This is an optimization exercise on Yosys and OpenROAD, whose aim is small area, a short achievable clock period and few clock cycles per item, not a production implementation.
In this exercise RTL edits were held to simulation tests only and were not proved equivalent to the original.
No activity file was given, so power comes from the tool's default toggle rates.

==> inputs of v4 <==
==> flow/design.v <==
package dmem_pkg;
  typedef enum logic [1:0] {IDLE, WAIT, RESP} state_t;
  localparam int WORD_BYTES = 4;
  localparam int WCOUNT_W = 16;
  function automatic logic [29:0] word_index(input logic [31:0] adr);
    word_index = adr[31:2];
  endfunction
endpackage
module dmem_array #(
  parameter int DEPTH = 64
) (
  input  logic        clk,
  input  logic [5:0]  idx,
  input  logic        ld,
  input  logic        st,
  input  logic [31:0] wdata,
  output logic [31:0] rdata
);
  logic [5:0] idx_n;
  logic st_n;
  logic [7:0] lo_n, hi_n;    
  logic [63:0] rsel, wsel;
  for (genvar i = 0; i < 6; i++) begin : g_inv
    dmem_inv u (.a(idx[i]), .y(idx_n[i]));
  end
  dmem_inv u_st (.a(st), .y(st_n));
  for (genvar j = 0; j < 8; j++) begin : g_pre
    dmem_nand3 u_lo (.a(j[0] ? idx[0] : idx_n[0]), .b(j[1] ? idx[1] : idx_n[1]),
                     .c(j[2] ? idx[2] : idx_n[2]), .y(lo_n[j]));
    dmem_nand3 u_hi (.a(j[0] ? idx[3] : idx_n[3]), .b(j[1] ? idx[4] : idx_n[4]),
                     .c(j[2] ? idx[5] : idx_n[5]), .y(hi_n[j]));
  end
  for (genvar i = 0; i < 64; i++) begin : g_sel
    dmem_nor2 u_r (.a(lo_n[i%8]), .b(hi_n[i/8]), .y(rsel[i]));
    dmem_nor3 u_w (.a(lo_n[i%8]), .b(hi_n[i/8]), .c(st_n), .y(wsel[i]));
  end
  logic [31:0] mem [64];
  always_ff @(posedge clk)
    for (int i = 0; i < 64; i++)
      if (wsel[i]) mem[i] <= wdata;
  for (genvar b = 0; b < 32; b++) begin : g_bit
    logic [21:0] p;   
    logic [5:0] n;    
    logic [2:0] m;    
    for (genvar j = 0; j < 21; j++) begin : g_p
      dmem_aoi222 u (.a1(rsel[3*j]), .a2(mem[3*j][b]), .b1(rsel[3*j+1]), .b2(mem[3*j+1][b]),
                     .c1(rsel[3*j+2]), .c2(mem[3*j+2][b]), .y(p[j]));
    end
    dmem_nand2 u_p63 (.a(rsel[63]), .b(mem[63][b]), .y(p[21]));
    for (genvar k = 0; k < 4; k++) begin : g_n4
      dmem_nand4 u (.a(p[4*k]), .b(p[4*k+1]), .c(p[4*k+2]), .d(p[4*k+3]), .y(n[k]));
    end
    for (genvar k = 0; k < 2; k++) begin : g_n3
      dmem_nand3 u (.a(p[16+3*k]), .b(p[17+3*k]), .c(p[18+3*k]), .y(n[4+k]));
    end
    for (genvar l = 0; l < 3; l++) begin : g_m
      dmem_oai21 u (.a1(n[2*l]), .a2(n[2*l+1]), .b1(ld), .y(m[l]));
    end
    dmem_nand3 u_out (.a(m[0]), .b(m[1]), .c(m[2]), .y(rdata[b]));
  end
endmodule
module dmem_inv (input logic a, output logic y);
  assign y = ~a;
endmodule
module dmem_nor2 (input logic a, b, output logic y);
  assign y = ~(a | b);
endmodule
module dmem_nor3 (input logic a, b, c, output logic y);
  assign y = ~(a | b | c);
endmodule
module dmem_nand3 (input logic a, b, c, output logic y);
  assign y = ~(a & b & c);
endmodule
module dmem_aoi222 (input logic a1, a2, b1, b2, c1, c2, output logic y);
  assign y = ~((a1 & a2) | (b1 & b2) | (c1 & c2));
endmodule
module dmem_nand2 (input logic a, b, output logic y);
  assign y = ~(a & b);
endmodule
module dmem_nand4 (input logic a, b, c, d, output logic y);
  assign y = ~(a & b & c & d);
endmodule
module dmem_oai21 (input logic a1, a2, b1, output logic y);
  assign y = ~((a1 | a2) & b1);
endmodule
module dmem_responder #(
  parameter int DEPTH = 64
) (
  input  logic                clk,
  input  logic                reset,
  input  logic                memread,
  input  logic                memwrite,
  input  logic [31:0]         dataadr,
  input  logic [31:0]         writedata,
  output logic [31:0]         readdata,
  output logic                ready,
  output logic                err,
  output logic [dmem_pkg::WCOUNT_W-1:0] wr_count,
  output logic [31:0]         last_wr_adr,
  output logic [31:0]         last_wr_data
);
  localparam int AW = $clog2(DEPTH);
  logic req, bad, ld_ok, st_ok;
  logic [AW-1:0] idx, last_idx;
  always_comb begin
    req = memread | memwrite;
    bad = (memread & memwrite) | (|dataadr[1:0]) |
          (dataadr >= 32'(dmem_pkg::WORD_BYTES * DEPTH));
    ld_ok = reset & memread & ~memwrite & ~bad;
    st_ok = reset & memwrite & ~memread & ~bad;
    idx = dataadr[AW+1:2];
    ready = reset & req;
    err = reset & req & bad;
    last_wr_adr = 32'(last_idx) << 2;
  end
  dmem_array #(.DEPTH(DEPTH)) u_array (
    .clk(clk), .idx(idx), .ld(ld_ok), .st(st_ok), .wdata(writedata), .rdata(readdata)
  );
  always_ff @(posedge clk or negedge reset) begin
    if (!reset) begin
      wr_count <= '0;
      last_idx <= '0;
      last_wr_data <= '0;
    end else if (st_ok) begin
      last_idx <= idx;
      last_wr_data <= writedata;
      wr_count <= (wr_count == '1) ? wr_count : wr_count + 1'b1;
    end
  end
endmodule
==> flow/run.sh <==
#!/bin/bash
# synth_recipe.tcl (not shown) runs the flow's synth.tcl, then flattens the netlist and writes it again
# the make line also repeats each setting of config.mk as NAME=value (left out here)
make -C /OpenROAD-flow-scripts/flow DESIGN_CONFIG=/design/flow/config.mk WORK_HOME=/design/flow/orfs CLKGATE_MAP_FILE= SYNTH_SCRIPT=/design/flow/synth_recipe.tcl finish
==> flow/config.mk <==
export PLATFORM = sky130hd
export DESIGN_NAME = dmem_responder
export DESIGN_NICKNAME = dmem_responder
export VERILOG_FILES = /design/flow/design.v
export SDC_FILE = /design/flow/constraint.sdc
export NUM_CORES = 4
export LEC_CHECK = 0
export CAP_MARGIN = 20
export CORE_MARGIN = 2
export CORE_UTILIZATION = 40
export SETUP_SLACK_MARGIN = 0.5
export SLEW_MARGIN = 20
export SYNTH_HIERARCHICAL = 1
==> flow/constraint.sdc <==
create_clock -name core_clock -period 5.0 [get_ports {clk}]
set_input_delay 1.0000 -clock core_clock [delete_from_list [all_inputs] [get_ports {clk}]]
set_output_delay 1.0000 -clock core_clock [all_outputs]
set_load 0.01 [all_outputs]
==> inputs of v31, as changes to v4 <==
==> flow/flow/run.sh (new file) <==
#!/bin/bash
# The standard synthesis unchanged, then the standard ORFS layout with:
# - the 64 flip-flops of each data bit pre-placed in one block of a 16 x 2 grid
#   before global placement (flow/preplace.tcl), so that each bit's read tree
#   stays compact; detailed placement then legalizes them (flow/unfix.tcl),
# - port buffers of buf_2 rather than the library's pick (a delay cell),
# - no timing repair before placement (only the buffers ABC inserted are removed),
# - a clock tree of clkbuf_4/clkbuf_8 in clusters of at most 16 sinks, without dummy loads.
# Each tool's output goes to a log here; ORFS's own logs are under orfs/logs.
set -euo pipefail
cd "$(dirname "$0")/.."
F=$(pwd)/flow
bash standard.sh synth > synth.log 2>&1
bash standard.sh \
  REMOVE_ABC_BUFFERS=1 \
  "BUFFER_PORTS_ARGS=-buffer_cell sky130_fd_sc_hd__buf_2" \
  "CTS_ARGS=-sink_clustering_enable -repair_clock_nets -buf_list {sky130_fd_sc_hd__clkbuf_4 sky130_fd_sc_hd__clkbuf_8} -sink_clustering_size 16 -sink_clustering_max_diameter 60 -dont_use_dummy_load" \
  PRE_GLOBAL_PLACE_SKIP_IO_TCL=$F/preplace.tcl \
  PRE_DETAIL_PLACE_TCL=$F/unfix.tcl \
  finish > layout.log 2>&1
==> flow/flow/preplace.tcl (new file) <==
# Pre-place the word array: the 64 flip-flops of each data bit go in one block, blocks on an NX x NY grid
# (two rows of blocks, so that every block touches the top or bottom edge).
set blk [ord::get_db_block]
set core [$blk getCoreArea]
set cx0 [$core xMin]; set cy0 [$core yMin]; set cx1 [$core xMax]; set cy1 [$core yMax]
set NX 16; set NY 2; set FC 2
set site 460; set rowh 2720
set bw [expr {($cx1 - $cx0) / $NX}]
set bh [expr {($cy1 - $cy0) / $NY}]
# row orientation by row index
set rows [$blk getRows]
set rowori [dict create]
foreach r $rows { dict set rowori [lindex [$r getOrigin] 1] [$r getOrient] }
set n 0
foreach inst [$blk getInsts] {
  if {![regexp {mem\\?\[(\d+)\\?\]\\?\[(\d+)\\?\]} [$inst getName] -> w b]} continue
  set fw [[$inst getMaster] getWidth]
  set bx [expr {$b % $NX}]; set by [expr {$b / $NX}]
  set c [expr {$w % $FC}]; set r [expr {$w / $FC}]
  set x [expr {$cx0 + $bx * $bw + 2*$site + $c * ($fw + 2*$site)}]
  set x [expr {$cx0 + (($x - $cx0) / $site) * $site}]
  set ry [expr {(($by * $bh) / $rowh) + 1 + 2 * $r}]
  set y [expr {$cy0 + $ry * $rowh}]
  $inst setOrient [dict get $rowori $y]
  $inst setLocation $x $y
  $inst setPlacementStatus FIRM
  incr n
}
puts "preplaced $n flops, block $bw x $bh"
==> flow/flow/unfix.tcl (new file) <==
# Let detailed placement legalize the pre-placed flip-flops.
set n 0
foreach inst [[ord::get_db_block] getInsts] {
  if {[$inst getPlacementStatus] == "FIRM"} { $inst setPlacementStatus PLACED; incr n }
}
puts "unfixed $n instances"
==> flow/standard.sh (new file) <==
#!/bin/bash
# synth_recipe.tcl (not shown) runs the flow's synth.tcl, then flattens the netlist and writes it again
# the make line also repeats each setting of config.mk as NAME=value (left out here)
make -C /OpenROAD-flow-scripts/flow DESIGN_CONFIG=/design/flow/config.mk WORK_HOME=/design/flow/orfs CLKGATE_MAP_FILE= SYNTH_SCRIPT=/design/flow/synth_recipe.tcl "${@:-finish}"
CORE_UTILIZATION = 55   (was 40)
SETUP_SLACK_MARGIN = 1.2   (was 0.5)
removed: flow/run.sh
==> inputs of v27, as changes to v4 <==
==> flow/design.v (replaced) <==
package dmem_pkg;
  typedef enum logic [1:0] {IDLE, WAIT, RESP} state_t;
  localparam int WORD_BYTES = 4;
  localparam int WCOUNT_W = 16;
  function automatic logic [29:0] word_index(input logic [31:0] adr);
    word_index = adr[31:2];
  endfunction
endpackage
module dmem_array #(
  parameter int DEPTH = 64,
  parameter int AW = $clog2(DEPTH)
) (
  input  logic          clk,
  input  logic          we,
  input  logic [AW-1:0] widx,
  input  logic [31:0]   wdata,
  input  logic [AW-1:0] ridx,
  output logic [31:0]   rdata
);
  logic [31:0] mem [DEPTH];
  always_ff @(posedge clk)
    if (we) mem[widx] <= wdata;
  assign rdata = mem[ridx];
endmodule
module dmem_responder #(
  parameter int DEPTH = 64,
  parameter int LATENCY = 2
) (
  input  logic                clk,
  input  logic                reset,
  input  logic                memread,
  input  logic                memwrite,
  input  logic [31:0]         dataadr,
  input  logic [31:0]         writedata,
  output logic [31:0]         readdata,
  output logic                ready,
  output logic                err,
  output logic [dmem_pkg::WCOUNT_W-1:0] wr_count,
  output logic [31:0]         last_wr_adr,
  output logic [31:0]         last_wr_data
);
  localparam int AW = $clog2(DEPTH);
  localparam logic [2:0] CNT_INIT = 3'(LATENCY > 0 ? LATENCY - 1 : 0);
  dmem_pkg::state_t st;
  logic [2:0] cnt;
  logic wr_q, cf_q, idle, rq_wr, rq_cf, rq_bad, go_resp, we;
  logic [31:0] adr_q, wd_q, rq_adr, rdata;
  logic [AW-1:0] ridx, widx;
  always_comb begin
    idle = st == dmem_pkg::IDLE;
    rq_adr = idle ? dataadr : adr_q;
    rq_wr = idle ? memwrite : wr_q;
    rq_cf = idle ? memread & memwrite : cf_q;
    rq_bad = rq_cf | (|rq_adr[1:0]) | (rq_adr >= 32'(dmem_pkg::WORD_BYTES * DEPTH));
    ridx = AW'(dmem_pkg::word_index(rq_adr));
    widx = AW'(dmem_pkg::word_index(adr_q));
    go_resp = idle ? (memread | memwrite) && LATENCY == 0 : st == dmem_pkg::WAIT && cnt == 3'd0;
    we = st == dmem_pkg::RESP && wr_q && !err;
  end
  dmem_array #(.DEPTH(DEPTH)) u_array (
    .clk(clk), .we(we), .widx(widx), .wdata(wd_q), .ridx(ridx), .rdata(rdata)
  );
  always_ff @(posedge clk or negedge reset) begin
    if (!reset) begin
      st <= dmem_pkg::IDLE;
      cnt <= '0;
      ready <= 1'b0;
      err <= 1'b0;
      readdata <= '0;
      wr_count <= '0;
      last_wr_adr <= '0;
      last_wr_data <= '0;
      adr_q <= '0;
      wd_q <= '0;
      wr_q <= 1'b0;
      cf_q <= 1'b0;
    end else begin
      ready <= go_resp;
      err <= go_resp && rq_bad;
      readdata <= (go_resp && !rq_bad && !rq_wr) ? rdata : '0;
      if (we) begin
        last_wr_adr <= adr_q;
        last_wr_data <= wd_q;
        wr_count <= (wr_count == '1) ? wr_count : wr_count + 1'b1;
      end
      if (idle && (memread | memwrite)) begin
        adr_q <= dataadr;
        wd_q <= writedata;
        wr_q <= memwrite;
        cf_q <= memread & memwrite;
        cnt <= CNT_INIT;
        st <= (LATENCY == 0) ? dmem_pkg::RESP : dmem_pkg::WAIT;
      end else if (st == dmem_pkg::WAIT) begin
        cnt <= (cnt == 3'd0) ? cnt : cnt - 3'd1;
        st <= (cnt == 3'd0) ? dmem_pkg::RESP : dmem_pkg::WAIT;
      end else if (st == dmem_pkg::RESP) begin
        st <= dmem_pkg::IDLE;
      end
    end
  end
endmodule
SETUP_SLACK_MARGIN = unset   (was 0.5)
SYNTH_HIERARCHICAL = unset   (was 1)
==> run summary <==
- Between v27 and v4, the lower first-iteration DRC count is in v27 (gap 33%, measured against v4).
- Against v4, the cell area of v31 is lower by about 10%.
- In v27 the synthesized cell count is higher than in v31, by about 40%.
- Area after synthesis is the same in v31 and v4.
- Of v27 and v4, v4 has the higher hold slack (gap 240 ps).
- Register-to-register slack: v27 < v31 < v4.
- Fmax, lowest first: v4, v27, v31.
- The highest count of clock-buffer cells in the layout belongs to v27, the lowest to v31.
- The lowest die area belongs to v31, the highest to v27.
- Flip-flop and latch count is the same in v31 and v4.
==> figures <==
Status: v31 complete, no violations; v4 complete, no violations; v27 complete, no violations
Inverters excl. clock: v31 8; v4 8; v27 6
Area taken by multi-input logic gates: v31 12,100 um2; v4 12,300 um2; v27 19,300 um2
Reported clock group power: v31 0.00800 W; v4 0.0146 W; v27 0.0166 W
Worst setup path endpoint: v31 readdata[30]; v4 readdata[14]; v27 readdata[18]
Share of cell area taken by multi-input logic gates: v31 14.2%; v4 13.0%; v27 19.1%
Global Route met1 Usage: v31 58.1%; v4 32.4%; v27 31.0%
Final Skew: v31 44.2 ps; v4 16.0 ps; v27 55.2 ps
Grt peak-use layer: v31 met1; v4 met2; v27 met2
CTS Root Buffer Type: v31 clkbuf_8; v4 clkbuf_16; v27 clkbuf_16
Power per Cell Area: v31 331 nW/um2; v4 370 nW/um2; v27 366 nW/um2
Post-route insts no fill: v31 5,885; v4 7,274; v27 8,278
Pre-CTS setup slack: v31 365 ps; v4 -1050 ps; v27 200 ps
Final WL: v31 226,000 um; v4 227,000 um; v27 249,000 um
Total chip power: v31 0.0281 W; v4 0.0350 W; v27 0.0368 W
Peak ir drop on the vdd network: v31 255 uV; v4 355 uV; v27 307 uV
Number of instances in the placed design: v31 5,573; v4 6,695; v27 7,862
Gate count after technology mapping: v31 3,413; v4 3,413; v27 4,859
Fin util: v31 63.8%; v4 51.7%; v27 47.0%
First-pass GRT wire length: v31 305,000 um; v4 316,000 um; v27 354,000 um
Number of nets in the finished design: v31 4,179; v4 4,707; v27 5,321
Internal power consumption: v31 0.0223 W; v4 0.0277 W; v27 0.0296 W
Testbench counts of v4, summed over its fixed seeds: cycles 16,000, accesses 16,000.
Testbench counts of v31, summed over its fixed seeds: cycles 16,000, accesses 16,000.
Testbench counts of v27, summed over its fixed seeds: cycles 64,000, accesses 16,000.

-- re-timing with driven ports --
No port has a modelled driver above. Below, the same layouts with a new extraction and two added sets of constraints.
Step 1, drivers: a clkbuf_16 drives clk and a buf_2 each remaining input, both assumed.
Step 2 moves the port delays by t, midway between the first and last clock arrival at a register: inputs arrive t later, outputs are due t later. That takes back most of the time a late clock gives input paths.
a / b / c = ideal ports / drivers / drivers and shift; a / b = the first two.
run	t, ns	setup WS [ns]	worst setup path at the end	clock arrival spread, ns	cell pins on the clock port's net
v4	0.921	0.488 / 0.427 / 0.260	input to register	0.038 / 0.038	1
v31	0.985	0.945 / 0.879 / 0.824	input to register	0.058 / 0.058	1
v27	0.929	0.684 / 0.684 / 0.236	input to register	0.057 / 0.057	1
After both steps every run listed still meets setup and hold. For v27, which loses most, drivers alone change the setup slack by 0.000 ns; drivers and shift together by -0.448 ns.
